What follows belongs to an exercise in optimizing a design on an open flow for a short achievable clock period and few clock cycles per item; a production flow would make more cautious choices. Only simulation tests tie the RTL to the original design; equivalence was not proved. No driver is modelled on the clock port, so clock power and skew are understated where the tree is cut down; a real chip needs a root buffer or a tree. No activity file was given, so power comes from the tool's default toggle rates.

## exec_core
module exec_core (
  input  wire logic                  clk_i,
  input  wire logic                  arst_n_i,
  input  wire logic                  issue_valid_i,
  output logic                       issue_ready_o,
  input  wire logic [2:0]            issue_alu_op_i,
  input  wire logic                  issue_sub_i,
  input  wire logic                  issue_shift_right_i,
  input  wire logic                  issue_shift_arith_i,
  input  wire logic [4:0]            issue_rs1_i,
  input  wire logic [4:0]            issue_rs2_i,
  input  wire logic                  issue_use_imm_i,
  input  wire logic [31:0]           issue_imm_i,
  input  wire logic [4:0]            issue_rd_i,
  input  wire logic                  issue_write_i,
  input  wire logic                  issue_branch_i,
  input  wire logic [2:0]            issue_branch_cond_i,
  input  wire logic [19:0]           issue_branch_offset_i,
  output logic                       res_valid_o,
  input  wire logic                  res_ready_i,
  output logic                       res_write_o,
  output logic [4:0]                 res_rd_o,
  output logic [31:0]                res_result_o,
  output logic                       res_branch_taken_o,
  output logic [19:0]                res_branch_offset_o
);
export LEC_CHECK = 0
export ABC_CLOCK_PERIOD_IN_PS = 2000
export CAP_MARGIN = 20
export CORE_MARGIN = 2
export CORE_UTILIZATION = 40
export SLEW_MARGIN = 20
create_clock -name core_clock -period 9.0 [get_ports {clk_i}]
standard.sh (not shown) runs the stock make flow with config.mk's settings and CLKGATE_MAP_FILE= SYNTH_SCRIPT=/design/flow/synth_recipe.tcl, a recipe that flattens the netlist after the stock synthesis.
==> flow/flow/run.sh <==
#!/bin/bash
# Standard layout with two changes: timing repair aims further below the clock period,
# and the clock tree is a hand-built balanced tree of clock inverters (flow/pre_cts.tcl).
set -e
export SETUP_SLACK_MARGIN=6.6
export PRE_CTS_TCL=$PWD/flow/pre_cts.tcl
bash standard.sh > standard.log 2>&1
Other scripts of this flow, unchanged in this note and not shown: flow/flow/mycts.tcl, flow/flow/mytree.tcl, flow/flow/pre_cts.tcl
The first run went through all stages and came out clean.
Testbench counts at the start, summed over its fixed seeds: cycles 8,032, items 8,000.
Then changed:
--- a/flow/design.v
+++ b/flow/design.v
@@ -352,16 +352,35 @@
   );
   assign fwd_e1 = e_wen_q & (e_rd_q == d_rs1_q);
   assign fwd_e2 = e_wen_q & (e_rd_q == d_rs2_q) & ~d_use_imm_q;
   assign fwd_w1 = w_wen_q & (w_rd_q == d_rs1_q);
   assign fwd_w2 = w_wen_q & (w_rd_q == d_rs2_q);
   assign opnd1_d = fwd_e1 ? alu_result : (fwd_w1 ? w_result_q : rf_rs1);
   assign opnd2_d = fwd_e2 ? alu_result :
                    (d_use_imm_q ? d_imm_q : (fwd_w2 ? w_result_q : rf_rs2));
+  logic [31:0] other1;
+  logic [31:0] other2;
+  logic        add_e1, add_o1, add_e2, add_o2;
+  logic        shl_e1, shl_o1, shl_e2, shl_o2;
+  logic        shr_e1, shr_o1, shr_e2, shr_o2;
+  assign other1 = fwd_w1 ? w_result_q : rf_rs1;
+  assign other2 = d_use_imm_q ? d_imm_q : (fwd_w2 ? w_result_q : rf_rs2);
+  assign add_e1 = d_sel_q[0] & fwd_e1;
+  assign add_o1 = d_sel_q[0] & ~fwd_e1;
+  assign add_e2 = d_sel_q[0] & fwd_e2;
+  assign add_o2 = d_sel_q[0] & ~fwd_e2;
+  assign shl_e1 = d_sel_q[6] & fwd_e1;
+  assign shl_o1 = d_sel_q[6] & ~fwd_e1;
+  assign shl_e2 = d_sel_q[6] & fwd_e2;
+  assign shl_o2 = d_sel_q[6] & ~fwd_e2;
+  assign shr_e1 = d_sel_q[7] & fwd_e1;
+  assign shr_o1 = d_sel_q[7] & ~fwd_e1;
+  assign shr_e2 = d_sel_q[7] & fwd_e2;
+  assign shr_o2 = d_sel_q[7] & ~fwd_e2;
   logic [31:0] e_op1_q;
   logic [31:0] e_op2_q;
   logic [31:0] e_add1_q;
   logic [31:0] e_add2_q;
   logic        e_cin_q;
   logic [31:0] e_shl_op_q;
   logic [31:0] e_shr_op_q;
   logic [4:0]  e_shl_amt_q;
@@ -380,25 +399,26 @@
     end else begin
       e_valid_q <= d_valid_q;
       e_wen_q   <= d_valid_q & d_wen_q;
     end
   end
   always_ff @(posedge clk_i) begin
     e_op1_q     <= opnd1_d;
     e_op2_q     <= opnd2_d;
-    e_add1_q    <= d_sel_q[0] ? opnd1_d : 32'd0;
-    e_add2_q    <= d_sel_q[0] ? (opnd2_d ^ {32{d_sub_q}}) : 32'd0;
+    e_add1_q    <= (alu_result & {32{add_e1}}) | (other1 & {32{add_o1}});
+    e_add2_q    <= ((alu_result ^ {32{d_sub_q}}) & {32{add_e2}}) |
+                   ((other2 ^ {32{d_sub_q}}) & {32{add_o2}});
     e_cin_q     <= d_sel_q[0] & d_sub_q;
-    e_shl_op_q  <= d_sel_q[6] ? opnd1_d : 32'd0;
-    e_shr_op_q  <= d_sel_q[7] ? opnd1_d : 32'd0;
-    e_shl_amt_q <= d_sel_q[6] ? opnd2_d[4:0] : 5'd0;
-    e_shr_amt_q <= d_sel_q[7] ? opnd2_d[4:0] : 5'd0;
-    e_shl_amt_n_q <= ~(d_sel_q[6] ? opnd2_d[4:0] : 5'd0);
-    e_shr_amt_n_q <= ~(d_sel_q[7] ? opnd2_d[4:0] : 5'd0);
+    e_shl_op_q  <= (alu_result & {32{shl_e1}}) | (other1 & {32{shl_o1}});
+    e_shr_op_q  <= (alu_result & {32{shr_e1}}) | (other1 & {32{shr_o1}});
+    e_shl_amt_q <= (alu_result[4:0] & {5{shl_e2}}) | (other2[4:0] & {5{shl_o2}});
+    e_shr_amt_q <= (alu_result[4:0] & {5{shr_e2}}) | (other2[4:0] & {5{shr_o2}});
+    e_shl_amt_n_q <= ~((alu_result[4:0] & {5{shl_e2}}) | (other2[4:0] & {5{shl_o2}}));
+    e_shr_amt_n_q <= ~((alu_result[4:0] & {5{shr_e2}}) | (other2[4:0] & {5{shr_o2}}));
     e_rd_q      <= d_rd_q;
     e_write_q   <= d_write_q;
     e_fill_q    <= d_fill_q;
     e_sel_q     <= d_sel_q;
     e_cond_q    <= d_cond_q;
     e_off_q     <= d_off_q;
   end
   alu u_alu (
=>
- The changed run finished clean
- sequential cell count does not change
- setup slack improved by 89 ps
- register-to-register slack is better by 90 ps
- wire length went down by 4.6%
- via count goes down by 2.5%
- power is higher by 0.39%
- first-iteration DRC count goes down by 4.0%
Testbench counts after the change, summed over its fixed seeds: cycles 8,032, items 8,000.
No run of this note takes its clock network from TritonCTS; it comes from the design's own scripts or RTL.

re-timing with driven ports:
The flow's constraints put no driver on any port. The routed layouts listed below were extracted and timed again, unchanged, in two steps.
Step 1, drivers: a clkbuf_16 drives clk_i and a buf_2 each remaining input, both assumed.
Step 2 moves the port delays by t, midway between the first and last clock arrival at a register: inputs arrive t later, outputs are due t later. That takes back most of the time a late clock gives input paths.
a / b / c = no drivers / after step 1 / after step 2; a / b = the first two.
run | t (ns) | slack for setup (ns) | latest minus earliest clock arrival (ns)
the first run | 0.783 | 5.990 / 5.877 / 5.713 | 0.063 / 0.069
the second run | 0.790 | 6.079 / 5.863 / 5.585 | 0.082 / 0.088
After both steps setup and hold are still met in every run listed. The setup slack of the second run, which loses most, moves by -0.216 ns with the drivers and by -0.494 ns with both steps.
